Context: an optimization exercise on an open-source flow, tuned for small area, a short achievable clock period and few clock cycles per item. The choices shown serve that exercise and are no tape-out recipe. In this exercise RTL edits were held to simulation tests only and were not proved equivalent to the original. Power figures rest on the tool's default switching activity, not on a simulated workload.

==> flow/design.v, too long to show whole: its modules and the start of the top module <==
// module cossim_accum: 84 lines
// module cossim_sqacc16: 575 lines
// module cossim_sqacc17: 633 lines
// module cossim_magnitude: 147 lines
// module cossim_ctrl: 51 lines
// module cosine_similarity_core: 58 lines
module cosine_similarity_core (
   input  logic        clock,
   input  logic        reset,
   input  logic        req_tvalid,
   output logic        req_tready,
   input  logic [31:0] req_tdata,    
   input  logic        req_tlast,
   output logic        rsp_tvalid,
   input  logic        rsp_tready,
   output logic [15:0] rsp_tdata,    
   output logic [1:0]  rsp_tuser     
);
  // ...
==> flow/run.sh <==
#!/bin/bash
# synth_recipe.tcl (not shown) runs the flow's synth.tcl, then flattens the netlist and writes it again
# the make line also repeats each setting of config.mk as NAME=value (left out here)
make -C /OpenROAD-flow-scripts/flow DESIGN_CONFIG=/design/flow/config.mk WORK_HOME=/design/flow/orfs CLKGATE_MAP_FILE= SYNTH_SCRIPT=/design/flow/synth_recipe.tcl finish
==> flow/config.mk <==
export PLATFORM = sky130hd
export DESIGN_NAME = cosine_similarity_core
export DESIGN_NICKNAME = cosine_similarity_core
export VERILOG_FILES = /design/flow/design.v
export SDC_FILE = /design/flow/constraint.sdc
export NUM_CORES = 4
export LEC_CHECK = 0
export CAP_MARGIN = 20
export CORE_MARGIN = 2
export CORE_UTILIZATION = 40
export SLEW_MARGIN = 20
==> flow/constraint.sdc <==
create_clock -name core_clock -period 10.0 [get_ports {clock}]
set_input_delay 2.0000 -clock core_clock [delete_from_list [all_inputs] [get_ports {clock}]]
set_output_delay 2.0000 -clock core_clock [all_outputs]
set_load 0.01 [all_outputs]
==> run summary, run 1 <==
----------------------------------------------------
[Status]
  Run status ... finished clean

[Pwr]
  LEAKAGE ... around 30 nW
  Comb pwr ... between 8 and 9 mW
  Part of the total power dissipated in the clock network ... 0.214
  Power attributed to the clock group ... between 3 and 4 mW

[Routing]
  WL per Instance ... 20.6 µm
  Detailed-route wire length on metal 1 ... around 79000 µm
  Top Metal Used ... met5
  Post-detailed-route count of antenna-violating nets ... 0

[Place]
  Number of cells in the design after placement ... around 8.7k
  Cell area after placement ... roughly 64000 µm²
  Worst slack after detailed placement ... between 2 and 3 ns

[Setup path]
  Beginning of the worst register-to-register path ... u_ctrl.cmd_ff[5]
  Worst path depth ... 23
  Maximum single-stage delay on the critical path ... ~0.64 ns
  Largest delay share family, worst path ... compound AO/OA/AOI/OAI gates

[Synth]
  Dominant cells by area after synthesis ... sky130_fd_sc_hd__fa_1 (16%), sky130_fd_sc_hd__edfxtp_1 (15%), sky130_fd_sc_hd__dfxtp_1 (12%)
  Yosys top cell by area ... sky130_fd_sc_hd__fa_1
  Simple-gate portion of the synthesized area ... 0.152
  Synth Area in XOR/XNOR ... 0.0690
  Area share of the leading cell type in the synthesized netlist ... 0.165
  Number of storage elements in the synthesis netlist ... 665

[Clock network]
  # hold bufs at CTS ... 0
  Quantity of gates resized following cts ... 0
  Clock tree from TritonCTS ... yes

[GRT]
  Met2 demand-to-capacity share in global routing ... 0.377
  Overall track demand over capacity in global routing ... 0.231
  Met1 track demand over resource ... 0.303
  Met3 demand-to-capacity share in global routing ... 0.0336

[Final layout]
  Signal buffers ... 97
  Non-clock buffer contribution to total cell area ... 0.0132
  Top library cells by usage in the layout, fill and taps aside ... sky130_fd_sc_hd__inv_1 (731), sky130_fd_sc_hd__nand2_1 (708), sky130_fd_sc_hd__nor2_1 (560), sky130_fd_sc_hd__ha_1 (556), sky130_fd_sc_hd__fa_1 (504)

[Min path]
  Worst min-delay path endpoint ... u_magnitude.ra_ff[0]
  Class of the most critical hold timing path ... register to register

[Timing]
  Max-slew violation count ... 0
  Setup-failing EPs final ... 0
  RSZ-0062 raised after global routing ... no

[Floorplanning]
  Number of placed I/O pins ... 57

----------------------------------------------------
Testbench counts, summed over its fixed seeds: cycles 31,567, items 384.
==> module cossim_accum, before the edit <==
module cossim_accum (
   input  logic                          clock,
   input  logic                          reset,
   input  logic                          req_tvalid,
   output logic                          req_tready,
   input  logic [31:0]                   req_tdata,
   input  logic                          req_tlast,
   input  logic                          take_sums,    
   output logic                          handoff,
   output logic [cossim_pkg::E_W-1:0]    x_energy,
   output logic [cossim_pkg::E_W-1:0]    y_energy,
   output logic [cossim_pkg::S_W-1:0]    s_energy,
   output logic                          overflowed
);
   localparam int EW = 43;
   localparam int SW = 45;
   localparam int CW = 13;
   logic          s1_v, s1_last;
   logic [15:0]   s1_x, s1_y;
   logic [16:0]   s1_s;
   logic [EW-1:0] xs_ff, xc_ff, ys_ff, yc_ff;
   logic [SW-1:0] ss_ff, sc_ff;
   logic [CW-1:0] cnt_ff;
   logic          ovf_ff, done_ff, fresh_ff;
   logic          acc_ok, mv, base0;
   logic [15:0]   x_in, y_in;
   logic [16:0]   s_in;
   logic [EW-1:0] xs_b, xc_b, ys_b, yc_b, xs_n, xc_n, ys_n, yc_n;
   logic [SW-1:0] ss_b, sc_b, ss_n, sc_n;
   always_comb begin
      handoff    = done_ff && take_sums;
      acc_ok     = !done_ff || take_sums;
      req_tready = !s1_v || acc_ok;
      mv         = s1_v && acc_ok;
      base0      = handoff || fresh_ff;
      x_in       = mv ? s1_x : '0;
      y_in       = mv ? s1_y : '0;
      s_in       = mv ? s1_s : '0;
      xs_b       = base0 ? '0 : xs_ff;
      xc_b       = base0 ? '0 : xc_ff;
      ys_b       = base0 ? '0 : ys_ff;
      yc_b       = base0 ? '0 : yc_ff;
      ss_b       = base0 ? '0 : ss_ff;
      sc_b       = base0 ? '0 : sc_ff;
   end
   cossim_sqacc16 u_xx (.x(x_in), .acc_s(xs_b), .acc_c(xc_b), .sum_s(xs_n), .sum_c(xc_n));
   cossim_sqacc16 u_yy (.x(y_in), .acc_s(ys_b), .acc_c(yc_b), .sum_s(ys_n), .sum_c(yc_n));
   cossim_sqacc17 u_ss (.x(s_in), .acc_s(ss_b), .acc_c(sc_b), .sum_s(ss_n), .sum_c(sc_n));
   always_ff @(posedge clock) begin
      if (req_tready) begin
         s1_x    <= req_tdata[15:0];
         s1_y    <= req_tdata[31:16];
         s1_s    <= {req_tdata[15], req_tdata[15:0]} + {req_tdata[31], req_tdata[31:16]};
         s1_last <= req_tlast;
      end
      xs_ff <= xs_n;
      xc_ff <= xc_n;
      ys_ff <= ys_n;
      yc_ff <= yc_n;
      ss_ff <= ss_n;
      sc_ff <= sc_n;
      if (acc_ok) begin
         cnt_ff <= (base0 ? CW'(0) : cnt_ff) + CW'(mv);
         ovf_ff <= (base0 ? 1'b0 : ovf_ff) || (mv && !base0 && cnt_ff[CW-1]);
      end
   end
   always_ff @(posedge clock) begin
      if (reset) begin
         s1_v     <= 1'b0;
         done_ff  <= 1'b0;
         fresh_ff <= 1'b1;
      end else begin
         if (req_tready) s1_v <= req_tvalid;
         if (acc_ok) begin
            done_ff  <= mv && s1_last;
            fresh_ff <= 1'b0;
         end
      end
   end
   assign x_energy   = xs_ff + xc_ff;
   assign y_energy   = ys_ff + yc_ff;
   assign s_energy   = ss_ff + sc_ff;
   assign overflowed = ovf_ff;
endmodule
==> module cossim_sqacc16, before the edit <==
module cossim_sqacc16 (
   input  logic [15:0] x,
   input  logic [42:0] acc_s,
   input  logic [42:0] acc_c,
   output logic [42:0] sum_s,
   output logic [42:0] sum_c
);
   logic n;
   logic [14:0] v;
   assign n = x[15];
   assign v = x[14:0] ^ {15{n}};
   logic t0, t1, t2, t3, t4, t5, t6, t7, t8, t9, t10, t11, t12, t13, t14, t15, t16, t17, t18, t19, t20, t21, t22, t23, t24, t25, t26, t27, t28, t29, t30, t31, t32, t33, t34, t35, t36, t37, t38, t39, t40, t41, t42, t43, t44, t45, t46, t47, t48, t49, t50, t51, t52, t53, t54, t55, t56, t57, t58, t59, t60, t61, t62, t63, t64, t65, t66, t67, t68, t69, t70, t71, t72, t73, t74, t75, t76, t77, t78, t79, t80, t81, t82, t83, t84, t85, t86, t87, t88, t89, t90, t91, t92, t93, t94, t95, t96, t97, t98, t99, t100, t101, t102, t103, t104, t105, t106, t107, t108, t109, t110, t111, t112, t113, t114, t115, t116, t117, t118, t119, t120, t121, t122, t123, t124, t125, t126, t127, t128, t129, t130, t131, t132, t133, t134, t135, t136, t137, t138, t139, t140, t141, t142, t143, t144, t145, t146, t147, t148, t149, t150, t151, t152, t153, t154, t155, t156, t157, t158, t159, t160, t161, t162, t163, t164, t165, t166, t167, t168, t169, t170, t171, t172, t173, t174, t175, t176, t177, t178, t179, t180, t181, t182, t183, t184, t185, t186, t187, t188, t189, t190, t191, t192, t193, t194, t195, t196, t197, t198, t199, t200, t201, t202, t203, t204, t205, t206, t207, t208, t209, t210, t211, t212, t213, t214, t215, t216, t217, t218, t219, t220, t221, t222, t223, t224, t225, t226, t227, t228, t229, t230, t231, t232, t233, t234, t235, t236, t237, t238, t239, t240, t241, t242, t243, t244, t245, t246, t247, t248, t249, t250, t251, t252, t253, t254, t255, t256, t257, t258, t259, t260, t261, t262, t263, t264, t265, t266, t267, t268, t269, t270, t271, t272, t273, t274, t275, t276, t277, t278, t279, t280, t281, t282, t283, t284, t285, t286, t287, t288, t289, t290, t291, t292, t293, t294, t295, t296, t297, t298, t299, t300, t301, t302, t303, t304, t305, t306, t307, t308, t309, t310, t311, t312, t313, t314, t315, t316, t317, t318, t319, t320, t321, t322, t323, t324, t325, t326, t327, t328, t329, t330, t331, t332, t333, t334, t335, t336, t337, t338, t339, t340, t341, t342, t343, t344, t345, t346, t347, t348, t349, t350, t351, t352, t353, t354, t355, t356, t357, t358, t359, t360, t361, t362, t363, t364, t365, t366, t367, t368, t369, t370, t371, t372, t373, t374, t375, t376, t377, t378, t379, t380, t381, t382, t383, t384, t385, t386, t387, t388, t389, t390, t391, t392, t393, t394, t395, t396, t397, t398, t399, t400, t401, t402, t403, t404, t405, t406, t407, t408, t409, t410, t411, t412, t413, t414, t415, t416, t417, t418, t419, t420, t421, t422, t423, t424, t425, t426, t427, t428, t429, t430, t431, t432, t433, t434, t435, t436, t437, t438, t439, t440, t441, t442, t443, t444, t445, t446, t447, t448, t449, t450, t451, t452, t453, t454, t455, t456, t457, t458, t459, t460, t461, t462, t463, t464, t465, t466, t467, t468, t469, t470, t471, t472, t473, t474, t475;
   assign t0 = n & v[0];
   assign t1 = n & v[1];
   assign t2 = n & v[2];
   assign t3 = n & v[3];
   assign t4 = n & v[4];
   assign t5 = n & v[5];
   assign t6 = n & v[6];
   assign t7 = n & v[7];
   assign t8 = n & v[8];
   assign t9 = n & v[9];
   assign t10 = n & v[10];
   assign t11 = n & v[11];
   assign t12 = n & v[12];
   assign t13 = n & v[13];
   assign t14 = n & v[14];
   assign t15 = v[0] & v[1];
   assign t16 = v[0] & v[2];
   assign t17 = v[0] & v[3];
   assign t18 = v[0] & v[4];
   assign t19 = v[0] & v[5];
   assign t20 = v[0] & v[6];
   assign t21 = v[0] & v[7];
   assign t22 = v[0] & v[8];
   assign t23 = v[0] & v[9];
   assign t24 = v[0] & v[10];
   assign t25 = v[0] & v[11];
   assign t26 = v[0] & v[12];
   assign t27 = v[0] & v[13];
   assign t28 = v[0] & v[14];
   assign t29 = v[1] & v[2];
   assign t30 = v[1] & v[3];
   assign t31 = v[1] & v[4];
   assign t32 = v[1] & v[5];
   assign t33 = v[1] & v[6];
   assign t34 = v[1] & v[7];
   assign t35 = v[1] & v[8];
   assign t36 = v[1] & v[9];
   assign t37 = v[1] & v[10];
   assign t38 = v[1] & v[11];
   assign t39 = v[1] & v[12];
   assign t40 = v[1] & v[13];
   assign t41 = v[1] & v[14];
   assign t42 = v[2] & v[3];
   assign t43 = v[2] & v[4];
   assign t44 = v[2] & v[5];
   assign t45 = v[2] & v[6];
   assign t46 = v[2] & v[7];
   assign t47 = v[2] & v[8];
   assign t48 = v[2] & v[9];
   assign t49 = v[2] & v[10];
   assign t50 = v[2] & v[11];
   assign t51 = v[2] & v[12];
   assign t52 = v[2] & v[13];
   assign t53 = v[2] & v[14];
   assign t54 = v[3] & v[4];
   assign t55 = v[3] & v[5];
   assign t56 = v[3] & v[6];
   assign t57 = v[3] & v[7];
   assign t58 = v[3] & v[8];
   assign t59 = v[3] & v[9];
   assign t60 = v[3] & v[10];
   assign t61 = v[3] & v[11];
   assign t62 = v[3] & v[12];
   assign t63 = v[3] & v[13];
   assign t64 = v[3] & v[14];
   assign t65 = v[4] & v[5];
   assign t66 = v[4] & v[6];
   assign t67 = v[4] & v[7];
   assign t68 = v[4] & v[8];
   assign t69 = v[4] & v[9];
   assign t70 = v[4] & v[10];
   assign t71 = v[4] & v[11];
   assign t72 = v[4] & v[12];
   assign t73 = v[4] & v[13];
   assign t74 = v[4] & v[14];
   assign t75 = v[5] & v[6];
   assign t76 = v[5] & v[7];
   assign t77 = v[5] & v[8];
   assign t78 = v[5] & v[9];
   assign t79 = v[5] & v[10];
   assign t80 = v[5] & v[11];
   assign t81 = v[5] & v[12];
   assign t82 = v[5] & v[13];
   assign t83 = v[5] & v[14];
   assign t84 = v[6] & v[7];
   assign t85 = v[6] & v[8];
   assign t86 = v[6] & v[9];
   assign t87 = v[6] & v[10];
   assign t88 = v[6] & v[11];
   assign t89 = v[6] & v[12];
   assign t90 = v[6] & v[13];
   assign t91 = v[6] & v[14];
   assign t92 = v[7] & v[8];
   assign t93 = v[7] & v[9];
   assign t94 = v[7] & v[10];
   assign t95 = v[7] & v[11];
   assign t96 = v[7] & v[12];
   assign t97 = v[7] & v[13];
   assign t98 = v[7] & v[14];
   assign t99 = v[8] & v[9];
   assign t100 = v[8] & v[10];
   assign t101 = v[8] & v[11];
   assign t102 = v[8] & v[12];
   assign t103 = v[8] & v[13];
   assign t104 = v[8] & v[14];
   assign t105 = v[9] & v[10];
   assign t106 = v[9] & v[11];
   assign t107 = v[9] & v[12];
   assign t108 = v[9] & v[13];
   assign t109 = v[9] & v[14];
   assign t110 = v[10] & v[11];
   assign t111 = v[10] & v[12];
   assign t112 = v[10] & v[13];
   assign t113 = v[10] & v[14];
   assign t114 = v[11] & v[12];
   assign t115 = v[11] & v[13];
   assign t116 = v[11] & v[14];
   assign t117 = v[12] & v[13];
   assign t118 = v[12] & v[14];
   assign t119 = v[13] & v[14];
   assign t120 = t11 ^ t25;
   assign t121 = t11 & t25;
   assign t122 = t12 ^ t26;
   assign t123 = t12 & t26;
   assign t124 = t13 ^ t27 ^ t39;
   assign t125 = (t13 & t27) | (t13 & t39) | (t27 & t39);
   assign t126 = t50 ^ t60;
   assign t127 = t50 & t60;
   assign t128 = t14 ^ t28 ^ t40;
   assign t129 = (t14 & t28) | (t14 & t40) | (t28 & t40);
   assign t130 = t51 ^ t61;
   assign t131 = t51 & t61;
   assign t132 = t41 ^ t52 ^ t62;
   assign t133 = (t41 & t52) | (t41 & t62) | (t52 & t62);
   assign t134 = t71 ^ t79;
   assign t135 = t71 & t79;
   assign t136 = t53 ^ t63;
   assign t137 = t53 & t63;
   assign t138 = t64 ^ t73;
   assign t139 = t64 & t73;
   assign t140 = t5 ^ t19;
   assign t141 = t5 & t19;
   assign t142 = t6 ^ t20;
   assign t143 = t6 & t20;
   assign t144 = t7 ^ t21 ^ t33;
   assign t145 = (t7 & t21) | (t7 & t33) | (t21 & t33);
   assign t146 = t44 ^ t54;
   assign t147 = t44 & t54;
   assign t148 = t8 ^ t22 ^ t34;
   assign t149 = (t8 & t22) | (t8 & t34) | (t22 & t34);
   assign t150 = t45 ^ t55;
   assign t151 = t45 & t55;
   assign t152 = t9 ^ t23 ^ t35;
   assign t153 = (t9 & t23) | (t9 & t35) | (t23 & t35);
   assign t154 = t46 ^ t56 ^ t65;
   assign t155 = (t46 & t56) | (t46 & t65) | (t56 & t65);
   assign t156 = v[5] ^ acc_s[10];
   assign t157 = v[5] & acc_s[10];
   assign t158 = t10 ^ t24 ^ t36;
   assign t159 = (t10 & t24) | (t10 & t36) | (t24 & t36);
   assign t160 = t47 ^ t57 ^ t66;
   assign t161 = (t47 & t57) | (t47 & t66) | (t57 & t66);
   assign t162 = acc_s[11] ^ acc_c[11];
   assign t163 = acc_s[11] & acc_c[11];
   assign t164 = t120 ^ t37 ^ t48;
   assign t165 = (t120 & t37) | (t120 & t48) | (t37 & t48);
   assign t166 = t58 ^ t67 ^ t75;
   assign t167 = (t58 & t67) | (t58 & t75) | (t67 & t75);
   assign t168 = v[6] ^ acc_s[12] ^ acc_c[12];
   assign t169 = (v[6] & acc_s[12]) | (v[6] & acc_c[12]) | (acc_s[12] & acc_c[12]);
   assign t170 = t121 ^ t122 ^ t38;
   assign t171 = (t121 & t122) | (t121 & t38) | (t122 & t38);
   assign t172 = t49 ^ t59 ^ t68;
   assign t173 = (t49 & t59) | (t49 & t68) | (t59 & t68);
   assign t174 = t76 ^ acc_s[13] ^ acc_c[13];
   assign t175 = (t76 & acc_s[13]) | (t76 & acc_c[13]) | (acc_s[13] & acc_c[13]);
   assign t176 = t123 ^ t124 ^ t126;
   assign t177 = (t123 & t124) | (t123 & t126) | (t124 & t126);
   assign t178 = t69 ^ t77 ^ t84;
   assign t179 = (t69 & t77) | (t69 & t84) | (t77 & t84);
   assign t180 = v[7] ^ acc_s[14] ^ acc_c[14];
   assign t181 = (v[7] & acc_s[14]) | (v[7] & acc_c[14]) | (acc_s[14] & acc_c[14]);
   assign t182 = t125 ^ t127 ^ t128;
   assign t183 = (t125 & t127) | (t125 & t128) | (t127 & t128);
   assign t184 = t130 ^ t70 ^ t78;
   assign t185 = (t130 & t70) | (t130 & t78) | (t70 & t78);
   assign t186 = t85 ^ acc_s[15] ^ acc_c[15];
   assign t187 = (t85 & acc_s[15]) | (t85 & acc_c[15]) | (acc_s[15] & acc_c[15]);
   assign t188 = t129 ^ t131 ^ t132;
   assign t189 = (t129 & t131) | (t129 & t132) | (t131 & t132);
   assign t190 = t134 ^ t86 ^ t92;
   assign t191 = (t134 & t86) | (t134 & t92) | (t86 & t92);
   assign t192 = v[8] ^ acc_s[16] ^ acc_c[16];
   assign t193 = (v[8] & acc_s[16]) | (v[8] & acc_c[16]) | (acc_s[16] & acc_c[16]);
   assign t194 = t133 ^ t135 ^ t136;
   assign t195 = (t133 & t135) | (t133 & t136) | (t135 & t136);
   assign t196 = t72 ^ t80 ^ t87;
   assign t197 = (t72 & t80) | (t72 & t87) | (t80 & t87);
   assign t198 = t93 ^ acc_s[17] ^ acc_c[17];
   assign t199 = (t93 & acc_s[17]) | (t93 & acc_c[17]) | (acc_s[17] & acc_c[17]);
   assign t200 = t137 ^ t138 ^ t81;
   assign t201 = (t137 & t138) | (t137 & t81) | (t138 & t81);
   assign t202 = t88 ^ t94 ^ t99;
   assign t203 = (t88 & t94) | (t88 & t99) | (t94 & t99);
   assign t204 = v[9] ^ acc_s[18] ^ acc_c[18];
   assign t205 = (v[9] & acc_s[18]) | (v[9] & acc_c[18]) | (acc_s[18] & acc_c[18]);
   assign t206 = t139 ^ t74 ^ t82;
   assign t207 = (t139 & t74) | (t139 & t82) | (t74 & t82);
   assign t208 = t89 ^ t95 ^ t100;
   assign t209 = (t89 & t95) | (t89 & t100) | (t95 & t100);
   assign t210 = acc_s[19] ^ acc_c[19];
   assign t211 = acc_s[19] & acc_c[19];
   assign t212 = t83 ^ t90 ^ t96;
   assign t213 = (t83 & t90) | (t83 & t96) | (t90 & t96);
   assign t214 = t101 ^ t105 ^ v[10];
   assign t215 = (t101 & t105) | (t101 & v[10]) | (t105 & v[10]);
   assign t216 = acc_s[20] ^ acc_c[20];
   assign t217 = acc_s[20] & acc_c[20];
   assign t218 = t91 ^ t97 ^ t102;
   assign t219 = (t91 & t97) | (t91 & t102) | (t97 & t102);
   assign t220 = t106 ^ acc_s[21];
   assign t221 = t106 & acc_s[21];
   assign t222 = t98 ^ t103 ^ t107;
   assign t223 = (t98 & t103) | (t98 & t107) | (t103 & t107);
   assign t224 = t110 ^ v[11];
   assign t225 = t110 & v[11];
   assign t226 = t104 ^ t108;
   assign t227 = t104 & t108;
   assign t228 = t109 ^ t112;
   assign t229 = t109 & t112;
   assign t230 = t1 ^ t15;
   assign t231 = t1 & t15;
   assign t232 = t2 ^ t16;
   assign t233 = t2 & t16;
   assign t234 = t3 ^ t17 ^ t29;
   assign t235 = (t3 & t17) | (t3 & t29) | (t17 & t29);
   assign t236 = v[2] ^ acc_s[4];
   assign t237 = v[2] & acc_s[4];
   assign t238 = t4 ^ t18 ^ t30;
   assign t239 = (t4 & t18) | (t4 & t30) | (t18 & t30);
   assign t240 = acc_s[5] ^ acc_c[5];
   assign t241 = acc_s[5] & acc_c[5];
   assign t242 = t140 ^ t31 ^ t42;
   assign t243 = (t140 & t31) | (t140 & t42) | (t31 & t42);
   assign t244 = v[3] ^ acc_s[6] ^ acc_c[6];
   assign t245 = (v[3] & acc_s[6]) | (v[3] & acc_c[6]) | (acc_s[6] & acc_c[6]);
   assign t246 = t141 ^ t142 ^ t32;
   assign t247 = (t141 & t142) | (t141 & t32) | (t142 & t32);
   assign t248 = t43 ^ acc_s[7] ^ acc_c[7];
   assign t249 = (t43 & acc_s[7]) | (t43 & acc_c[7]) | (acc_s[7] & acc_c[7]);
   assign t250 = t143 ^ t144 ^ t146;
   assign t251 = (t143 & t144) | (t143 & t146) | (t144 & t146);
   assign t252 = v[4] ^ acc_s[8] ^ acc_c[8];
   assign t253 = (v[4] & acc_s[8]) | (v[4] & acc_c[8]) | (acc_s[8] & acc_c[8]);
   assign t254 = t145 ^ t147 ^ t148;
   assign t255 = (t145 & t147) | (t145 & t148) | (t147 & t148);
   assign t256 = t150 ^ acc_s[9] ^ acc_c[9];
   assign t257 = (t150 & acc_s[9]) | (t150 & acc_c[9]) | (acc_s[9] & acc_c[9]);
   assign t258 = t149 ^ t151 ^ t152;
   assign t259 = (t149 & t151) | (t149 & t152) | (t151 & t152);
   assign t260 = t154 ^ t156 ^ acc_c[10];
   assign t261 = (t154 & t156) | (t154 & acc_c[10]) | (t156 & acc_c[10]);
   assign t262 = t153 ^ t155 ^ t157;
   assign t263 = (t153 & t155) | (t153 & t157) | (t155 & t157);
   assign t264 = t158 ^ t160 ^ t162;
   assign t265 = (t158 & t160) | (t158 & t162) | (t160 & t162);
   assign t266 = t159 ^ t161 ^ t163;
   assign t267 = (t159 & t161) | (t159 & t163) | (t161 & t163);
   assign t268 = t164 ^ t166 ^ t168;
   assign t269 = (t164 & t166) | (t164 & t168) | (t166 & t168);
   assign t270 = t165 ^ t167 ^ t169;
   assign t271 = (t165 & t167) | (t165 & t169) | (t167 & t169);
   assign t272 = t170 ^ t172 ^ t174;
   assign t273 = (t170 & t172) | (t170 & t174) | (t172 & t174);
   assign t274 = t171 ^ t173 ^ t175;
   assign t275 = (t171 & t173) | (t171 & t175) | (t173 & t175);
   assign t276 = t176 ^ t178 ^ t180;
   assign t277 = (t176 & t178) | (t176 & t180) | (t178 & t180);
   assign t278 = t177 ^ t179 ^ t181;
   assign t279 = (t177 & t179) | (t177 & t181) | (t179 & t181);
   assign t280 = t182 ^ t184 ^ t186;
   assign t281 = (t182 & t184) | (t182 & t186) | (t184 & t186);
   assign t282 = t183 ^ t185 ^ t187;
   assign t283 = (t183 & t185) | (t183 & t187) | (t185 & t187);
   assign t284 = t188 ^ t190 ^ t192;
   assign t285 = (t188 & t190) | (t188 & t192) | (t190 & t192);
   assign t286 = t189 ^ t191 ^ t193;
   assign t287 = (t189 & t191) | (t189 & t193) | (t191 & t193);
   assign t288 = t194 ^ t196 ^ t198;
   assign t289 = (t194 & t196) | (t194 & t198) | (t196 & t198);
   assign t290 = t195 ^ t197 ^ t199;
   assign t291 = (t195 & t197) | (t195 & t199) | (t197 & t199);
   assign t292 = t200 ^ t202 ^ t204;
   assign t293 = (t200 & t202) | (t200 & t204) | (t202 & t204);
   assign t294 = t201 ^ t203 ^ t205;
   assign t295 = (t201 & t203) | (t201 & t205) | (t203 & t205);
   assign t296 = t206 ^ t208 ^ t210;
   assign t297 = (t206 & t208) | (t206 & t210) | (t208 & t210);
   assign t298 = t207 ^ t209 ^ t211;
   assign t299 = (t207 & t209) | (t207 & t211) | (t209 & t211);
   assign t300 = t212 ^ t214 ^ t216;
   assign t301 = (t212 & t214) | (t212 & t216) | (t214 & t216);
   assign t302 = t213 ^ t215 ^ t217;
   assign t303 = (t213 & t215) | (t213 & t217) | (t215 & t217);
   assign t304 = t218 ^ t220 ^ acc_c[21];
   assign t305 = (t218 & t220) | (t218 & acc_c[21]) | (t220 & acc_c[21]);
   assign t306 = t219 ^ t221 ^ t222;
   assign t307 = (t219 & t221) | (t219 & t222) | (t221 & t222);
   assign t308 = t224 ^ acc_s[22] ^ acc_c[22];
   assign t309 = (t224 & acc_s[22]) | (t224 & acc_c[22]) | (acc_s[22] & acc_c[22]);
   assign t310 = t223 ^ t225 ^ t226;
   assign t311 = (t223 & t225) | (t223 & t226) | (t225 & t226);
   assign t312 = t111 ^ acc_s[23] ^ acc_c[23];
   assign t313 = (t111 & acc_s[23]) | (t111 & acc_c[23]) | (acc_s[23] & acc_c[23]);
   assign t314 = t227 ^ t228 ^ t114;
   assign t315 = (t227 & t228) | (t227 & t114) | (t228 & t114);
   assign t316 = v[12] ^ acc_s[24] ^ acc_c[24];
   assign t317 = (v[12] & acc_s[24]) | (v[12] & acc_c[24]) | (acc_s[24] & acc_c[24]);
   assign t318 = t229 ^ t113 ^ t115;
   assign t319 = (t229 & t113) | (t229 & t115) | (t113 & t115);
   assign t320 = acc_s[25] ^ acc_c[25];
   assign t321 = acc_s[25] & acc_c[25];
   assign t322 = t116 ^ t117 ^ v[13];
   assign t323 = (t116 & t117) | (t116 & v[13]) | (t117 & v[13]);
   assign t324 = acc_s[26] ^ acc_c[26];
   assign t325 = acc_s[26] & acc_c[26];
   assign t326 = t118 ^ acc_s[27];
   assign t327 = t118 & acc_s[27];
   assign t328 = t119 ^ v[14];
   assign t329 = t119 & v[14];
   assign t330 = n ^ v[0];
   assign t331 = n & v[0];
   assign t332 = t0 ^ acc_s[1];
   assign t333 = t0 & acc_s[1];
   assign t334 = t230 ^ v[1] ^ acc_s[2];
   assign t335 = (t230 & v[1]) | (t230 & acc_s[2]) | (v[1] & acc_s[2]);
   assign t336 = t231 ^ t232 ^ acc_s[3];
   assign t337 = (t231 & t232) | (t231 & acc_s[3]) | (t232 & acc_s[3]);
   assign t338 = t233 ^ t234 ^ t236;
   assign t339 = (t233 & t234) | (t233 & t236) | (t234 & t236);
   assign t340 = t235 ^ t237 ^ t238;
   assign t341 = (t235 & t237) | (t235 & t238) | (t237 & t238);
   assign t342 = t239 ^ t241 ^ t242;
   assign t343 = (t239 & t241) | (t239 & t242) | (t241 & t242);
   assign t344 = t243 ^ t245 ^ t246;
   assign t345 = (t243 & t245) | (t243 & t246) | (t245 & t246);
   assign t346 = t247 ^ t249 ^ t250;
   assign t347 = (t247 & t249) | (t247 & t250) | (t249 & t250);
   assign t348 = t251 ^ t253 ^ t254;
   assign t349 = (t251 & t253) | (t251 & t254) | (t253 & t254);
   assign t350 = t255 ^ t257 ^ t258;
   assign t351 = (t255 & t257) | (t255 & t258) | (t257 & t258);
   assign t352 = t259 ^ t261 ^ t262;
   assign t353 = (t259 & t261) | (t259 & t262) | (t261 & t262);
   assign t354 = t263 ^ t265 ^ t266;
   assign t355 = (t263 & t265) | (t263 & t266) | (t265 & t266);
   assign t356 = t267 ^ t269 ^ t270;
   assign t357 = (t267 & t269) | (t267 & t270) | (t269 & t270);
   assign t358 = t271 ^ t273 ^ t274;
   assign t359 = (t271 & t273) | (t271 & t274) | (t273 & t274);
   assign t360 = t275 ^ t277 ^ t278;
   assign t361 = (t275 & t277) | (t275 & t278) | (t277 & t278);
   assign t362 = t279 ^ t281 ^ t282;
   assign t363 = (t279 & t281) | (t279 & t282) | (t281 & t282);
   assign t364 = t283 ^ t285 ^ t286;
   assign t365 = (t283 & t285) | (t283 & t286) | (t285 & t286);
   assign t366 = t287 ^ t289 ^ t290;
   assign t367 = (t287 & t289) | (t287 & t290) | (t289 & t290);
   assign t368 = t291 ^ t293 ^ t294;
   assign t369 = (t291 & t293) | (t291 & t294) | (t293 & t294);
   assign t370 = t295 ^ t297 ^ t298;
   assign t371 = (t295 & t297) | (t295 & t298) | (t297 & t298);
   assign t372 = t299 ^ t301 ^ t302;
   assign t373 = (t299 & t301) | (t299 & t302) | (t301 & t302);
   assign t374 = t303 ^ t305 ^ t306;
   assign t375 = (t303 & t305) | (t303 & t306) | (t305 & t306);
   assign t376 = t307 ^ t309 ^ t310;
   assign t377 = (t307 & t309) | (t307 & t310) | (t309 & t310);
   assign t378 = t311 ^ t313 ^ t314;
   assign t379 = (t311 & t313) | (t311 & t314) | (t313 & t314);
   assign t380 = t315 ^ t317 ^ t318;
   assign t381 = (t315 & t317) | (t315 & t318) | (t317 & t318);
   assign t382 = t319 ^ t321 ^ t322;
   assign t383 = (t319 & t321) | (t319 & t322) | (t321 & t322);
   assign t384 = t323 ^ t325 ^ t326;
   assign t385 = (t323 & t325) | (t323 & t326) | (t325 & t326);
   assign t386 = t327 ^ t328 ^ acc_s[28];
   assign t387 = (t327 & t328) | (t327 & acc_s[28]) | (t328 & acc_s[28]);
   assign t388 = t329 ^ acc_s[29];
   assign t389 = t329 & acc_s[29];
   assign t390 = t330 ^ acc_s[0];
   assign t391 = t330 & acc_s[0];
   assign t392 = t331 ^ t332 ^ acc_c[1];
   assign t393 = (t331 & t332) | (t331 & acc_c[1]) | (t332 & acc_c[1]);
   assign t394 = t333 ^ t334 ^ acc_c[2];
   assign t395 = (t333 & t334) | (t333 & acc_c[2]) | (t334 & acc_c[2]);
   assign t396 = t335 ^ t336 ^ acc_c[3];
   assign t397 = (t335 & t336) | (t335 & acc_c[3]) | (t336 & acc_c[3]);
   assign t398 = t337 ^ t338 ^ acc_c[4];
   assign t399 = (t337 & t338) | (t337 & acc_c[4]) | (t338 & acc_c[4]);
   assign t400 = t339 ^ t340 ^ t240;
   assign t401 = (t339 & t340) | (t339 & t240) | (t340 & t240);
   assign t402 = t341 ^ t342 ^ t244;
   assign t403 = (t341 & t342) | (t341 & t244) | (t342 & t244);
   assign t404 = t343 ^ t344 ^ t248;
   assign t405 = (t343 & t344) | (t343 & t248) | (t344 & t248);
   assign t406 = t345 ^ t346 ^ t252;
   assign t407 = (t345 & t346) | (t345 & t252) | (t346 & t252);
   assign t408 = t347 ^ t348 ^ t256;
   assign t409 = (t347 & t348) | (t347 & t256) | (t348 & t256);
   assign t410 = t349 ^ t350 ^ t260;
   assign t411 = (t349 & t350) | (t349 & t260) | (t350 & t260);
   assign t412 = t351 ^ t352 ^ t264;
   assign t413 = (t351 & t352) | (t351 & t264) | (t352 & t264);
   assign t414 = t353 ^ t354 ^ t268;
   assign t415 = (t353 & t354) | (t353 & t268) | (t354 & t268);
   assign t416 = t355 ^ t356 ^ t272;
   assign t417 = (t355 & t356) | (t355 & t272) | (t356 & t272);
   assign t418 = t357 ^ t358 ^ t276;
   assign t419 = (t357 & t358) | (t357 & t276) | (t358 & t276);
   assign t420 = t359 ^ t360 ^ t280;
   assign t421 = (t359 & t360) | (t359 & t280) | (t360 & t280);
   assign t422 = t361 ^ t362 ^ t284;
   assign t423 = (t361 & t362) | (t361 & t284) | (t362 & t284);
   assign t424 = t363 ^ t364 ^ t288;
   assign t425 = (t363 & t364) | (t363 & t288) | (t364 & t288);
   assign t426 = t365 ^ t366 ^ t292;
   assign t427 = (t365 & t366) | (t365 & t292) | (t366 & t292);
   assign t428 = t367 ^ t368 ^ t296;
   assign t429 = (t367 & t368) | (t367 & t296) | (t368 & t296);
   assign t430 = t369 ^ t370 ^ t300;
   assign t431 = (t369 & t370) | (t369 & t300) | (t370 & t300);
   assign t432 = t371 ^ t372 ^ t304;
   assign t433 = (t371 & t372) | (t371 & t304) | (t372 & t304);
   assign t434 = t373 ^ t374 ^ t308;
   assign t435 = (t373 & t374) | (t373 & t308) | (t374 & t308);
   assign t436 = t375 ^ t376 ^ t312;
   assign t437 = (t375 & t376) | (t375 & t312) | (t376 & t312);
   assign t438 = t377 ^ t378 ^ t316;
   assign t439 = (t377 & t378) | (t377 & t316) | (t378 & t316);
   assign t440 = t379 ^ t380 ^ t320;
   assign t441 = (t379 & t380) | (t379 & t320) | (t380 & t320);
   assign t442 = t381 ^ t382 ^ t324;
   assign t443 = (t381 & t382) | (t381 & t324) | (t382 & t324);
   assign t444 = t383 ^ t384 ^ acc_c[27];
   assign t445 = (t383 & t384) | (t383 & acc_c[27]) | (t384 & acc_c[27]);
   assign t446 = t385 ^ t386 ^ acc_c[28];
   assign t447 = (t385 & t386) | (t385 & acc_c[28]) | (t386 & acc_c[28]);
   assign t448 = t387 ^ t388 ^ acc_c[29];
   assign t449 = (t387 & t388) | (t387 & acc_c[29]) | (t388 & acc_c[29]);
   assign t450 = t389 ^ acc_s[30] ^ acc_c[30];
   assign t451 = (t389 & acc_s[30]) | (t389 & acc_c[30]) | (acc_s[30] & acc_c[30]);
   assign t452 = acc_s[31] ^ acc_c[31];
   assign t453 = acc_s[31] & acc_c[31];
   assign t454 = acc_s[32] ^ acc_c[32];
   assign t455 = acc_s[32] & acc_c[32];
   assign t456 = acc_s[33] ^ acc_c[33];
   assign t457 = acc_s[33] & acc_c[33];
   assign t458 = acc_s[34] ^ acc_c[34];
   assign t459 = acc_s[34] & acc_c[34];
   assign t460 = acc_s[35] ^ acc_c[35];
   assign t461 = acc_s[35] & acc_c[35];
   assign t462 = acc_s[36] ^ acc_c[36];
   assign t463 = acc_s[36] & acc_c[36];
   assign t464 = acc_s[37] ^ acc_c[37];
   assign t465 = acc_s[37] & acc_c[37];
   assign t466 = acc_s[38] ^ acc_c[38];
   assign t467 = acc_s[38] & acc_c[38];
   assign t468 = acc_s[39] ^ acc_c[39];
   assign t469 = acc_s[39] & acc_c[39];
   assign t470 = acc_s[40] ^ acc_c[40];
   assign t471 = acc_s[40] & acc_c[40];
   assign t472 = acc_s[41] ^ acc_c[41];
   assign t473 = acc_s[41] & acc_c[41];
   assign t474 = acc_s[42] ^ acc_c[42];
   assign t475 = acc_s[42] & acc_c[42];
   assign sum_s[0] = t390;
   assign sum_c[0] = acc_c[0];
   assign sum_s[1] = t391;
   assign sum_c[1] = t392;
   assign sum_s[2] = t393;
   assign sum_c[2] = t394;
   assign sum_s[3] = t395;
   assign sum_c[3] = t396;
   assign sum_s[4] = t397;
   assign sum_c[4] = t398;
   assign sum_s[5] = t399;
   assign sum_c[5] = t400;
   assign sum_s[6] = t401;
   assign sum_c[6] = t402;
   assign sum_s[7] = t403;
   assign sum_c[7] = t404;
   assign sum_s[8] = t405;
   assign sum_c[8] = t406;
   assign sum_s[9] = t407;
   assign sum_c[9] = t408;
   assign sum_s[10] = t409;
   assign sum_c[10] = t410;
   assign sum_s[11] = t411;
   assign sum_c[11] = t412;
   assign sum_s[12] = t413;
   assign sum_c[12] = t414;
   assign sum_s[13] = t415;
   assign sum_c[13] = t416;
   assign sum_s[14] = t417;
   assign sum_c[14] = t418;
   assign sum_s[15] = t419;
   assign sum_c[15] = t420;
   assign sum_s[16] = t421;
   assign sum_c[16] = t422;
   assign sum_s[17] = t423;
   assign sum_c[17] = t424;
   assign sum_s[18] = t425;
   assign sum_c[18] = t426;
   assign sum_s[19] = t427;
   assign sum_c[19] = t428;
   assign sum_s[20] = t429;
   assign sum_c[20] = t430;
   assign sum_s[21] = t431;
   assign sum_c[21] = t432;
   assign sum_s[22] = t433;
   assign sum_c[22] = t434;
   assign sum_s[23] = t435;
   assign sum_c[23] = t436;
   assign sum_s[24] = t437;
   assign sum_c[24] = t438;
   assign sum_s[25] = t439;
   assign sum_c[25] = t440;
   assign sum_s[26] = t441;
   assign sum_c[26] = t442;
   assign sum_s[27] = t443;
   assign sum_c[27] = t444;
   assign sum_s[28] = t445;
   assign sum_c[28] = t446;
   assign sum_s[29] = t447;
   assign sum_c[29] = t448;
   assign sum_s[30] = t449;
   assign sum_c[30] = t450;
   assign sum_s[31] = t451;
   assign sum_c[31] = t452;
   assign sum_s[32] = t453;
   assign sum_c[32] = t454;
   assign sum_s[33] = t455;
   assign sum_c[33] = t456;
   assign sum_s[34] = t457;
   assign sum_c[34] = t458;
   assign sum_s[35] = t459;
   assign sum_c[35] = t460;
   assign sum_s[36] = t461;
   assign sum_c[36] = t462;
   assign sum_s[37] = t463;
   assign sum_c[37] = t464;
   assign sum_s[38] = t465;
   assign sum_c[38] = t466;
   assign sum_s[39] = t467;
   assign sum_c[39] = t468;
   assign sum_s[40] = t469;
   assign sum_c[40] = t470;
   assign sum_s[41] = t471;
   assign sum_c[41] = t472;
   assign sum_s[42] = t473;
   assign sum_c[42] = t474;
endmodule
==> module cossim_ctrl, before the edit <==
module cossim_ctrl (
   input  logic                    clock,
   input  logic                    reset,
   input  logic                    handoff,
   input  logic                    out_free,
   input  logic                    out_empty,
   output logic                    take_sums,
   output logic                    emit,
   output cossim_pkg::mag_cmd_type cmd
);
   logic       idle_ff, run_ff, emit_ff;
   logic [5:0] c_ff, c_in;
   logic       run_in;
   cossim_pkg::mag_cmd_type cmd_ff, cmd_in;
   always_comb begin
      emit      = emit_ff && out_free;
      take_sums = idle_ff || (emit_ff && out_empty);
      run_in = run_ff;
      c_in   = c_ff + 6'd1;
      if (handoff) begin
         run_in = 1'b1;
         c_in   = 6'd1;
      end else if (run_ff && c_ff == 6'd58) begin
         run_in = 1'b0;
      end
      cmd_in       = '0;
      cmd_in.prep1 = run_in && (c_in == 6'd1);
      cmd_in.prep2 = run_in && (c_in == 6'd2);
      cmd_in.pmul  = run_in && (c_in >= 6'd1) && (c_in <= 6'd22);
      cmd_in.nmul  = run_in && (c_in >= 6'd3) && (c_in <= 6'd24);
      cmd_in.div   = run_in && (c_in >= 6'd25) && (c_in <= 6'd57);
      cmd_in.sqrt  = run_in && (c_in >= 6'd26) && !c_in[0];
   end
   always_ff @(posedge clock) begin
      c_ff <= c_in;
      if (reset) begin
         idle_ff <= 1'b1;
         run_ff  <= 1'b0;
         emit_ff <= 1'b0;
         cmd_ff  <= '0;
      end else begin
         run_ff <= run_in;
         cmd_ff <= cmd_in;
         if (handoff) idle_ff <= 1'b0;
         else if (emit) idle_ff <= 1'b1;
         if (run_ff && c_ff == 6'd58) emit_ff <= 1'b1;
         else if (emit) emit_ff <= 1'b0;
      end
   end
   assign cmd = cmd_ff;
endmodule
==> module cosine_similarity_core, before the edit <==
module cosine_similarity_core (
   input  logic        clock,
   input  logic        reset,
   input  logic        req_tvalid,
   output logic        req_tready,
   input  logic [31:0] req_tdata,    
   input  logic        req_tlast,
   output logic        rsp_tvalid,
   input  logic        rsp_tready,
   output logic [15:0] rsp_tdata,    
   output logic [1:0]  rsp_tuser     
);
   cossim_pkg::mag_cmd_type              cmd;
   logic                                 take_sums, emit, handoff, out_free, out_empty, overflowed;
   logic [cossim_pkg::E_W-1:0]           x_energy, y_energy;
   logic [cossim_pkg::S_W-1:0]           s_energy;
   cossim_accum u_accum (
      .clock      (clock),
      .reset      (reset),
      .req_tvalid (req_tvalid),
      .req_tready (req_tready),
      .req_tdata  (req_tdata),
      .req_tlast  (req_tlast),
      .take_sums  (take_sums),
      .handoff    (handoff),
      .x_energy   (x_energy),
      .y_energy   (y_energy),
      .s_energy   (s_energy),
      .overflowed (overflowed)
   );
   cossim_ctrl u_ctrl (
      .clock     (clock),
      .reset     (reset),
      .handoff   (handoff),
      .out_free  (out_free),
      .out_empty (out_empty),
      .take_sums (take_sums),
      .emit      (emit),
      .cmd       (cmd)
   );
   cossim_magnitude u_magnitude (
      .clock      (clock),
      .reset      (reset),
      .cmd        (cmd),
      .emit       (emit),
      .handoff    (handoff),
      .x_energy   (x_energy),
      .y_energy   (y_energy),
      .s_energy   (s_energy),
      .overflowed (overflowed),
      .rsp_tready (rsp_tready),
      .rsp_tvalid (rsp_tvalid),
      .rsp_tdata  (rsp_tdata),
      .rsp_tuser  (rsp_tuser),
      .out_free   (out_free),
      .out_empty  (out_empty)
   );
endmodule
==> inputs of run 2 (changes only) <==
--- a/flow/design.v
+++ b/flow/design.v
@@ -54,103 +54,118 @@
 module cossim_accum (
    input  logic                          clock,
    input  logic                          reset,
    input  logic                          req_tvalid,
    output logic                          req_tready,
    input  logic [31:0]                   req_tdata,
    input  logic                          req_tlast,
    input  logic                          take_sums,    
+   input  logic                          take_next,    
    output logic                          handoff,
    output logic [cossim_pkg::E_W-1:0]    x_energy,
    output logic [cossim_pkg::E_W-1:0]    y_energy,
    output logic [cossim_pkg::S_W-1:0]    s_energy,
    output logic                          overflowed
 );
    localparam int EW = 43;
    localparam int SW = 45;
    localparam int CW = 13;
+   logic          s0_v, s0_last;
+   logic [15:0]   s0_x, s0_y;
    logic          s1_v, s1_last;
-   logic [15:0]   s1_x, s1_y;
-   logic [16:0]   s1_s;
+   logic [14:0]   s1_xv, s1_yv;
+   logic [15:0]   s1_sv;
+   logic          s1_xn, s1_yn, s1_sn;
    logic [EW-1:0] xs_ff, xc_ff, ys_ff, yc_ff;
    logic [SW-1:0] ss_ff, sc_ff;
    logic [CW-1:0] cnt_ff;
-   logic          ovf_ff, done_ff, fresh_ff;
-   logic          acc_ok, mv, base0;
-   logic [15:0]   x_in, y_in;
-   logic [16:0]   s_in;
+   logic          ovf_ff, done_ff, stall_ff, mv_ff, base0_ff;
+   logic          s1_v_n, done_n, stall_n;
+   logic [16:0]   s0_s;
+   logic [14:0]   x_v, y_v;
+   logic [15:0]   s_v;
+   logic          x_n, y_n, s_n;
    logic [EW-1:0] xs_b, xc_b, ys_b, yc_b, xs_n, xc_n, ys_n, yc_n;
    logic [SW-1:0] ss_b, sc_b, ss_n, sc_n;
    always_comb begin
       handoff    = done_ff && take_sums;
-      acc_ok     = !done_ff || take_sums;
-      req_tready = !s1_v || acc_ok;
-      mv         = s1_v && acc_ok;
-      base0      = handoff || fresh_ff;
-      x_in       = mv ? s1_x : '0;
-      y_in       = mv ? s1_y : '0;
-      s_in       = mv ? s1_s : '0;
-      xs_b       = base0 ? '0 : xs_ff;
-      xc_b       = base0 ? '0 : xc_ff;
-      ys_b       = base0 ? '0 : ys_ff;
-      yc_b       = base0 ? '0 : yc_ff;
-      ss_b       = base0 ? '0 : ss_ff;
-      sc_b       = base0 ? '0 : sc_ff;
+      req_tready = !stall_ff;
+      s0_s       = {s0_x[15], s0_x} + {s0_y[15], s0_y};
+      s1_v_n  = stall_ff ? s1_v : s0_v;
+      done_n  = stall_ff ? done_ff : (s1_v && s1_last);
+      stall_n = done_n && !take_next;
+      x_v  = mv_ff ? s1_xv : '0;
+      y_v  = mv_ff ? s1_yv : '0;
+      s_v  = mv_ff ? s1_sv : '0;
+      x_n  = mv_ff && s1_xn;
+      y_n  = mv_ff && s1_yn;
+      s_n  = mv_ff && s1_sn;
+      xs_b = base0_ff ? '0 : xs_ff;
+      xc_b = base0_ff ? '0 : xc_ff;
+      ys_b = base0_ff ? '0 : ys_ff;
+      yc_b = base0_ff ? '0 : yc_ff;
+      ss_b = base0_ff ? '0 : ss_ff;
+      sc_b = base0_ff ? '0 : sc_ff;
    end
-   cossim_sqacc16 u_xx (.x(x_in), .acc_s(xs_b), .acc_c(xc_b), .sum_s(xs_n), .sum_c(xc_n));
-   cossim_sqacc16 u_yy (.x(y_in), .acc_s(ys_b), .acc_c(yc_b), .sum_s(ys_n), .sum_c(yc_n));
-   cossim_sqacc17 u_ss (.x(s_in), .acc_s(ss_b), .acc_c(sc_b), .sum_s(ss_n), .sum_c(sc_n));
+   cossim_sqacc16 u_xx (.v(x_v), .n(x_n), .acc_s(xs_b), .acc_c(xc_b), .sum_s(xs_n), .sum_c(xc_n));
+   cossim_sqacc16 u_yy (.v(y_v), .n(y_n), .acc_s(ys_b), .acc_c(yc_b), .sum_s(ys_n), .sum_c(yc_n));
+   cossim_sqacc17 u_ss (.v(s_v), .n(s_n), .acc_s(ss_b), .acc_c(sc_b), .sum_s(ss_n), .sum_c(sc_n));
    always_ff @(posedge clock) begin
-      if (req_tready) begin
-         s1_x    <= req_tdata[15:0];
-         s1_y    <= req_tdata[31:16];
-         s1_s    <= {req_tdata[15], req_tdata[15:0]} + {req_tdata[31], req_tdata[31:16]};
-         s1_last <= req_tlast;
-      end
-      xs_ff <= xs_n;
-      xc_ff <= xc_n;
-      ys_ff <= ys_n;
-      yc_ff <= yc_n;
-      ss_ff <= ss_n;
-      sc_ff <= sc_n;
-      if (acc_ok) begin
-         cnt_ff <= (base0 ? CW'(0) : cnt_ff) + CW'(mv);
-         ovf_ff <= (base0 ? 1'b0 : ovf_ff) || (mv && !base0 && cnt_ff[CW-1]);
+      if (!stall_ff) begin
+         s0_x    <= req_tdata[15:0];
+         s0_y    <= req_tdata[31:16];
+         s0_last <= req_tlast;
+         s1_xn   <= s0_x[15];
+         s1_xv   <= s0_x[14:0] ^ {15{s0_x[15]}};
+         s1_yn   <= s0_y[15];
+         s1_yv   <= s0_y[14:0] ^ {15{s0_y[15]}};
+         s1_sn   <= s0_s[16];
+         s1_sv   <= s0_s[15:0] ^ {16{s0_s[16]}};
+         s1_last <= s0_last;
       end
+      xs_ff  <= xs_n;
+      xc_ff  <= xc_n;
+      ys_ff  <= ys_n;
+      yc_ff  <= yc_n;
+      ss_ff  <= ss_n;
+      sc_ff  <= sc_n;
+      cnt_ff <= (base0_ff ? CW'(0) : cnt_ff) + CW'(mv_ff);
+      ovf_ff <= (base0_ff ? 1'b0 : ovf_ff) || (mv_ff && !base0_ff && cnt_ff[CW-1]);
    end
    always_ff @(posedge clock) begin
       if (reset) begin
+         s0_v     <= 1'b0;
          s1_v     <= 1'b0;
          done_ff  <= 1'b0;
-         fresh_ff <= 1'b1;
+         stall_ff <= 1'b0;
+         mv_ff    <= 1'b0;
+         base0_ff <= 1'b1;
       end else begin
-         if (req_tready) s1_v <= req_tvalid;
-         if (acc_ok) begin
-            done_ff  <= mv && s1_last;
-            fresh_ff <= 1'b0;
-         end
+         if (!stall_ff) s0_v <= req_tvalid;
+         s1_v     <= s1_v_n;
+         done_ff  <= done_n;
+         stall_ff <= stall_n;
+         mv_ff    <= s1_v_n && !stall_n;
+         base0_ff <= done_n && take_next;
       end
    end
    assign x_energy   = xs_ff + xc_ff;
    assign y_energy   = ys_ff + yc_ff;
    assign s_energy   = ss_ff + sc_ff;
    assign overflowed = ovf_ff;
 endmodule
 module cossim_sqacc16 (
-   input  logic [15:0] x,
+   input  logic [14:0] v,       
+   input  logic           n,       
    input  logic [42:0] acc_s,
    input  logic [42:0] acc_c,
    output logic [42:0] sum_s,
    output logic [42:0] sum_c
 );
-   logic n;
-   logic [14:0] v;
-   assign n = x[15];
-   assign v = x[14:0] ^ {15{n}};
    logic t0, t1, t2, t3, t4, t5, t6, t7, t8, t9, t10, t11, t12, t13, t14, t15, t16, t17, t18, t19, t20, t21, t22, t23, t24, t25, t26, t27, t28, t29, t30, t31, t32, t33, t34, t35, t36, t37, t38, t39, t40, t41, t42, t43, t44, t45, t46, t47, t48, t49, t50, t51, t52, t53, t54, t55, t56, t57, t58, t59, t60, t61, t62, t63, t64, t65, t66, t67, t68, t69, t70, t71, t72, t73, t74, t75, t76, t77, t78, t79, t80, t81, t82, t83, t84, t85, t86, t87, t88, t89, t90, t91, t92, t93, t94, t95, t96, t97, t98, t99, t100, t101, t102, t103, t104, t105, t106, t107, t108, t109, t110, t111, t112, t113, t114, t115, t116, t117, t118, t119, t120, t121, t122, t123, t124, t125, t126, t127, t128, t129, t130, t131, t132, t133, t134, t135, t136, t137, t138, t139, t140, t141, t142, t143, t144, t145, t146, t147, t148, t149, t150, t151, t152, t153, t154, t155, t156, t157, t158, t159, t160, t161, t162, t163, t164, t165, t166, t167, t168, t169, t170, t171, t172, t173, t174, t175, t176, t177, t178, t179, t180, t181, t182, t183, t184, t185, t186, t187, t188, t189, t190, t191, t192, t193, t194, t195, t196, t197, t198, t199, t200, t201, t202, t203, t204, t205, t206, t207, t208, t209, t210, t211, t212, t213, t214, t215, t216, t217, t218, t219, t220, t221, t222, t223, t224, t225, t226, t227, t228, t229, t230, t231, t232, t233, t234, t235, t236, t237, t238, t239, t240, t241, t242, t243, t244, t245, t246, t247, t248, t249, t250, t251, t252, t253, t254, t255, t256, t257, t258, t259, t260, t261, t262, t263, t264, t265, t266, t267, t268, t269, t270, t271, t272, t273, t274, t275, t276, t277, t278, t279, t280, t281, t282, t283, t284, t285, t286, t287, t288, t289, t290, t291, t292, t293, t294, t295, t296, t297, t298, t299, t300, t301, t302, t303, t304, t305, t306, t307, t308, t309, t310, t311, t312, t313, t314, t315, t316, t317, t318, t319, t320, t321, t322, t323, t324, t325, t326, t327, t328, t329, t330, t331, t332, t333, t334, t335, t336, t337, t338, t339, t340, t341, t342, t343, t344, t345, t346, t347, t348, t349, t350, t351, t352, t353, t354, t355, t356, t357, t358, t359, t360, t361, t362, t363, t364, t365, t366, t367, t368, t369, t370, t371, t372, t373, t374, t375, t376, t377, t378, t379, t380, t381, t382, t383, t384, t385, t386, t387, t388, t389, t390, t391, t392, t393, t394, t395, t396, t397, t398, t399, t400, t401, t402, t403, t404, t405, t406, t407, t408, t409, t410, t411, t412, t413, t414, t415, t416, t417, t418, t419, t420, t421, t422, t423, t424, t425, t426, t427, t428, t429, t430, t431, t432, t433, t434, t435, t436, t437, t438, t439, t440, t441, t442, t443, t444, t445, t446, t447, t448, t449, t450, t451, t452, t453, t454, t455, t456, t457, t458, t459, t460, t461, t462, t463, t464, t465, t466, t467, t468, t469, t470, t471, t472, t473, t474, t475;
    assign t0 = n & v[0];
    assign t1 = n & v[1];
    assign t2 = n & v[2];
    assign t3 = n & v[3];
    assign t4 = n & v[4];
    assign t5 = n & v[5];
    assign t6 = n & v[6];
@@ -706,26 +721,23 @@
    assign sum_s[40] = t469;
    assign sum_c[40] = t470;
    assign sum_s[41] = t471;
    assign sum_c[41] = t472;
    assign sum_s[42] = t473;
    assign sum_c[42] = t474;
 endmodule
 module cossim_sqacc17 (
-   input  logic [16:0] x,
+   input  logic [15:0] v,       
+   input  logic           n,       
    input  logic [44:0] acc_s,
    input  logic [44:0] acc_c,
    output logic [44:0] sum_s,
    output logic [44:0] sum_c
 );
-   logic n;
-   logic [15:0] v;
-   assign n = x[16];
-   assign v = x[15:0] ^ {16{n}};
    logic t0, t1, t2, t3, t4, t5, t6, t7, t8, t9, t10, t11, t12, t13, t14, t15, t16, t17, t18, t19, t20, t21, t22, t23, t24, t25, t26, t27, t28, t29, t30, t31, t32, t33, t34, t35, t36, t37, t38, t39, t40, t41, t42, t43, t44, t45, t46, t47, t48, t49, t50, t51, t52, t53, t54, t55, t56, t57, t58, t59, t60, t61, t62, t63, t64, t65, t66, t67, t68, t69, t70, t71, t72, t73, t74, t75, t76, t77, t78, t79, t80, t81, t82, t83, t84, t85, t86, t87, t88, t89, t90, t91, t92, t93, t94, t95, t96, t97, t98, t99, t100, t101, t102, t103, t104, t105, t106, t107, t108, t109, t110, t111, t112, t113, t114, t115, t116, t117, t118, t119, t120, t121, t122, t123, t124, t125, t126, t127, t128, t129, t130, t131, t132, t133, t134, t135, t136, t137, t138, t139, t140, t141, t142, t143, t144, t145, t146, t147, t148, t149, t150, t151, t152, t153, t154, t155, t156, t157, t158, t159, t160, t161, t162, t163, t164, t165, t166, t167, t168, t169, t170, t171, t172, t173, t174, t175, t176, t177, t178, t179, t180, t181, t182, t183, t184, t185, t186, t187, t188, t189, t190, t191, t192, t193, t194, t195, t196, t197, t198, t199, t200, t201, t202, t203, t204, t205, t206, t207, t208, t209, t210, t211, t212, t213, t214, t215, t216, t217, t218, t219, t220, t221, t222, t223, t224, t225, t226, t227, t228, t229, t230, t231, t232, t233, t234, t235, t236, t237, t238, t239, t240, t241, t242, t243, t244, t245, t246, t247, t248, t249, t250, t251, t252, t253, t254, t255, t256, t257, t258, t259, t260, t261, t262, t263, t264, t265, t266, t267, t268, t269, t270, t271, t272, t273, t274, t275, t276, t277, t278, t279, t280, t281, t282, t283, t284, t285, t286, t287, t288, t289, t290, t291, t292, t293, t294, t295, t296, t297, t298, t299, t300, t301, t302, t303, t304, t305, t306, t307, t308, t309, t310, t311, t312, t313, t314, t315, t316, t317, t318, t319, t320, t321, t322, t323, t324, t325, t326, t327, t328, t329, t330, t331, t332, t333, t334, t335, t336, t337, t338, t339, t340, t341, t342, t343, t344, t345, t346, t347, t348, t349, t350, t351, t352, t353, t354, t355, t356, t357, t358, t359, t360, t361, t362, t363, t364, t365, t366, t367, t368, t369, t370, t371, t372, t373, t374, t375, t376, t377, t378, t379, t380, t381, t382, t383, t384, t385, t386, t387, t388, t389, t390, t391, t392, t393, t394, t395, t396, t397, t398, t399, t400, t401, t402, t403, t404, t405, t406, t407, t408, t409, t410, t411, t412, t413, t414, t415, t416, t417, t418, t419, t420, t421, t422, t423, t424, t425, t426, t427, t428, t429, t430, t431, t432, t433, t434, t435, t436, t437, t438, t439, t440, t441, t442, t443, t444, t445, t446, t447, t448, t449, t450, t451, t452, t453, t454, t455, t456, t457, t458, t459, t460, t461, t462, t463, t464, t465, t466, t467, t468, t469, t470, t471, t472, t473, t474, t475, t476, t477, t478, t479, t480, t481, t482, t483, t484, t485, t486, t487, t488, t489, t490, t491, t492, t493, t494, t495, t496, t497, t498, t499, t500, t501, t502, t503, t504, t505, t506, t507, t508, t509, t510, t511, t512, t513, t514, t515, t516, t517, t518, t519, t520, t521, t522, t523, t524, t525, t526, t527, t528, t529;
    assign t0 = n & v[0];
    assign t1 = n & v[1];
    assign t2 = n & v[2];
    assign t3 = n & v[3];
    assign t4 = n & v[4];
    assign t5 = n & v[5];
    assign t6 = n & v[6];
@@ -1493,27 +1505,34 @@
 endmodule
 `timescale 1ns / 1ps
 module cossim_ctrl (
    input  logic                    clock,
    input  logic                    reset,
    input  logic                    handoff,
    input  logic                    out_free,
    input  logic                    out_empty,
+   input  logic                    rsp_tready,
+   output logic                    take_next,
    output logic                    take_sums,
    output logic                    emit,
    output cossim_pkg::mag_cmd_type cmd
 );
-   logic       idle_ff, run_ff, emit_ff;
+   logic       idle_ff, run_ff, emit_ff, take_ff;
+   logic       idle_n, emit_n, empty_n;
    logic [5:0] c_ff, c_in;
    logic       run_in;
    cossim_pkg::mag_cmd_type cmd_ff, cmd_in;
    always_comb begin
       emit      = emit_ff && out_free;
-      take_sums = idle_ff || (emit_ff && out_empty);
+      take_sums = take_ff;
+      idle_n    = handoff ? 1'b0 : (emit ? 1'b1 : idle_ff);
+      emit_n    = (run_ff && c_ff == 6'd58) ? 1'b1 : (emit ? 1'b0 : emit_ff);
+      empty_n   = !emit && (out_empty || rsp_tready);
+      take_next = idle_n || (emit_n && empty_n);
       run_in = run_ff;
       c_in   = c_ff + 6'd1;
       if (handoff) begin
          run_in = 1'b1;
          c_in   = 6'd1;
       end else if (run_ff && c_ff == 6'd58) begin
          run_in = 1'b0;
       end
@@ -1524,26 +1543,26 @@
       cmd_in.nmul  = run_in && (c_in >= 6'd3) && (c_in <= 6'd24);
       cmd_in.div   = run_in && (c_in >= 6'd25) && (c_in <= 6'd57);
       cmd_in.sqrt  = run_in && (c_in >= 6'd26) && !c_in[0];
    end
    always_ff @(posedge clock) begin
       c_ff <= c_in;
       if (reset) begin
          idle_ff <= 1'b1;
+         take_ff <= 1'b1;
          run_ff  <= 1'b0;
          emit_ff <= 1'b0;
          cmd_ff  <= '0;
       end else begin
          run_ff <= run_in;
          cmd_ff <= cmd_in;
-         if (handoff) idle_ff <= 1'b0;
-         else if (emit) idle_ff <= 1'b1;
-         if (run_ff && c_ff == 6'd58) emit_ff <= 1'b1;
-         else if (emit) emit_ff <= 1'b0;
+         idle_ff <= idle_n;
+         emit_ff <= emit_n;
+         take_ff <= take_next;
       end
    end
    assign cmd = cmd_ff;
 endmodule
 `timescale 1ns / 1ps
 module cosine_similarity_core (
    input  logic        clock,
    input  logic        reset,
@@ -1552,39 +1571,42 @@
    input  logic [31:0] req_tdata,    
    input  logic        req_tlast,
    output logic        rsp_tvalid,
    input  logic        rsp_tready,
    output logic [15:0] rsp_tdata,    
    output logic [1:0]  rsp_tuser     
 );
    cossim_pkg::mag_cmd_type              cmd;
-   logic                                 take_sums, emit, handoff, out_free, out_empty, overflowed;
+   logic                                 take_sums, take_next, emit, handoff, out_free, out_empty, overflowed;
    logic [cossim_pkg::E_W-1:0]           x_energy, y_energy;
    logic [cossim_pkg::S_W-1:0]           s_energy;
    cossim_accum u_accum (
       .clock      (clock),
       .reset      (reset),
       .req_tvalid (req_tvalid),
       .req_tready (req_tready),
       .req_tdata  (req_tdata),
       .req_tlast  (req_tlast),
       .take_sums  (take_sums),
+      .take_next  (take_next),
       .handoff    (handoff),
       .x_energy   (x_energy),
       .y_energy   (y_energy),
       .s_energy   (s_energy),
       .overflowed (overflowed)
    );
    cossim_ctrl u_ctrl (
       .clock     (clock),
       .reset     (reset),
       .handoff   (handoff),
       .out_free  (out_free),
       .out_empty (out_empty),
+      .rsp_tready(rsp_tready),
+      .take_next (take_next),
       .take_sums (take_sums),
       .emit      (emit),
       .cmd       (cmd)
    );
    cossim_magnitude u_magnitude (
       .clock      (clock),
       .reset      (reset),
       .cmd        (cmd),
==> run 2 against run 1 <==
Final area rose by 3.0%; sequential power barely moved; core utilization decreased by 0.073 points; synthesized cell count rose by 2.6%; combinational power fell by 35%; fmax is 12% higher; sequential share of layout area increased by 0.65 points; sequential cell count grew 37; critical path depth down 5; die area is 3.4% higher; largest cell class unchanged; largest power group unchanged; highest routed layer is now met4.
==> run summary, run 2 <==
----------------------------------------------------
[Timing]
  Max-slew violation count ... 0 (unchanged)
  Hold Violations, Final ... 0
  Setup-failing EPs final ... 0 (unchanged)
  RSZ-0062 raised after global routing ... no

[Status]
  Run status ... finished clean

[Setup path]
  Beginning of the worst register-to-register path ... u_ctrl.cmd_ff[5]
  Maximum single-stage delay on the critical path ... 0.93 ns (+0.29 ns)
  Data arrival time at the worst-slack endpoint ... around 7 ns
  Endpoint of the most critical register-to-register path ... u_magnitude.rd_ff[41]
  Chain of cells forming the critical path ... buf_4 -> nor2_4 -> buf_4 -> buf_4 -> o21ai_0 -> fa_1 -> ha_1 -> ha_1 -> a21oi_1 -> a21oi_1 -> o21ai_0 -> a21boi_0 -> a21boi_1 -> o41ai_1 -> o21ai_1 -> xor2_1 -> a221oi_1 -> o21ai_0
  Worst path required time ... 10.44 ns
  Largest delay share family, worst path ... compound AO/OA/AOI/OAI gates

[Final layout]
  Commonest non-fill, non-tap cell in the layout ... sky130_fd_sc_hd__inv_1
  Final design instance area without fill ... 68600 µm²
  Layout cells sized above 1 ... 0.0402
  Top library cells by usage in the layout, fill and taps aside ... sky130_fd_sc_hd__inv_1 (749), sky130_fd_sc_hd__nand2_1 (713), sky130_fd_sc_hd__ha_1 (510), sky130_fd_sc_hd__fa_1 (507), sky130_fd_sc_hd__o21ai_0 (425)

[Routing]
  Post-Route WL ... between 150000 and 200000 µm
  Post-detailed-route count of antenna-violating nets ... 0 (unchanged)
  Top Metal Used ... met4
  WL per Instance ... 21.0 µm (+1.9%)
  Count of vias placed by the detailed router ... between 40k and 50k
  Number of optimization iterations in the first detailed-route pass ... 6
  Remaining routing DRC violations ... 0
  Detailed-route wire length on metal 1 ... 84500 µm (+6.3%)

[Clock network]
  # hold bufs at CTS ... 0 (unchanged)
  Quantity of gates resized following cts ... 0 (unchanged)
  TritonCTS Buffers ... 90
  Clock tree from TritonCTS ... yes

[Min path]
  Worst min-delay path endpoint ... u_magnitude.ovf_ff
  Class of the most critical hold timing path ... register to register
  Worst hold start ... u_accum.ovf_ff

[GRT]
  Number of antenna violations at the first check in global routing ... 6
  Number of global-route vias before repair ... between 40k and 50k
  Overall track demand over capacity in global routing ... 0.231 (+0.000697)

[Place]
  Worst slack after detailed placement ... 3.64 ns (+0.840 ns)
  Number of cells in the design after placement ... 8833 (+1.8%)
  Cell area after placement ... 65500 µm² (+3.0%)

[Synth]
  Count of flip-flops with a built-in enable after synthesis ... roughly 320
  Yosys top cell by area ... sky130_fd_sc_hd__fa_1
  Synth Area in XOR/XNOR ... 0.0729 (+0.00392)
  Top_reg_cell synth ... sky130_fd_sc_hd__dfxtp_1
  Dominant cells by area after synthesis ... sky130_fd_sc_hd__fa_1 (16%), sky130_fd_sc_hd__edfxtp_1 (15%), sky130_fd_sc_hd__dfxtp_1 (12%)
  Number of storage elements in the synthesis netlist ... 702 (+5.6%)
  Simple-gate portion of the synthesized area ... 0.165 (+0.0130)
  Area share of the leading cell type in the synthesized netlist ... 0.160 (-0.00456)

[Pwr]
  Peak supply drop ... 0.162 mV
  LEAKAGE ... 31.2 nW (+4.9%)

[Floorplanning]
  Number of placed I/O pins ... 57 (unchanged)
  Floorplan die height ... between 400 and 500 µm

----------------------------------------------------
==> run 2: changes by cell type after synthesis, moves of 22 or more <==
cell                       before  now
sky130_fd_sc_hd__nor2b_1       48  276
sky130_fd_sc_hd__o21ai_0      400  425
sky130_fd_sc_hd__and3_1        49  267
sky130_fd_sc_hd__or2_2         88   10
sky130_fd_sc_hd__ha_1         556  510
sky130_fd_sc_hd__nand3_1       75  100
sky130_fd_sc_hd__clkbuf_1     250  303
sky130_fd_sc_hd__xor2_1       121  176
sky130_fd_sc_hd__nor2_1       563  344
sky130_fd_sc_hd__and2_1       194   71
sky130_fd_sc_hd__mux2i_1       71   93
==> run 2: worst max-delay path by stage <==
stage	start	end	slack [ns]	depth (start not counted)
3_5_place_dp	u_ctrl.cmd_ff[5]	u_magnitude.nh_ff[43]	3.64	20
3_3_place_gp	u_ctrl.cmd_ff[5]	u_magnitude.nh_ff[43]	3.64	20
4_1_cts	u_ctrl.cmd_ff[5]	u_magnitude.nh_ff[43]	3.61	20
2_1_floorplan	u_ctrl.cmd_ff[5]	u_magnitude.nh_ff[43]	4.35	24
6_report	u_ctrl.cmd_ff[5]	u_magnitude.rd_ff[41]	3.50	18
5_1_grt	u_ctrl.cmd_ff[5]	u_magnitude.rd_ff[41]	3.20	18
==> run 2: power by group <==
part / internal, mW / switching [mW]
Clock: 1.98 / 1.41
Combinational: 2.09 / 3.18
Sequential: 3.46 / 0.471
Total: 7.53 / 5.06
==> run 2: cells by family after synthesis <==
kind of cell,after synthesis
AOI/OAI and AO/OA,1456
buffers and inverters,1104
and+or+nand+nor,2111
adders and majority gates,1017
xor gates and xnor gates,527
DFF,702
muxes,111
==> run 2: cell type report <==
class	instances	area, µm²	area share
Antenna cell	3	7.51	0.000109
Clock buffer	121	2580	0.0377
Clock inverter	48	472	0.00688
Inverter	753	2830	0.0413
Multi-Input combinational cell	5222	41900	0.611
Sequential cell	702	17300	0.253
Tap cell	2058	2570	0.0376
Timing Repair Buffer	99	891	0.0130
==> run 2: layer usage <==
metal  vias to the layer above  track usage
li1                      23600            -
met1                     24300        0.313
met2                      1431        0.371
met3                       364       0.0273
met4                         0        0.105
met5                         -            0
==> run 2: per-stage QoR <==
step / power [mW] / utilization
finish: 12.6 / 0.437
global route: 13.4 / 0.437
CTS: 12.6 / 0.437
detailed placement: 9.18 / 0.418
global placement: 9.10 / 0.418
floorplan: 7.70 / -
Testbench counts of run 2, summed over its fixed seeds: cycles 31,575, items 384.
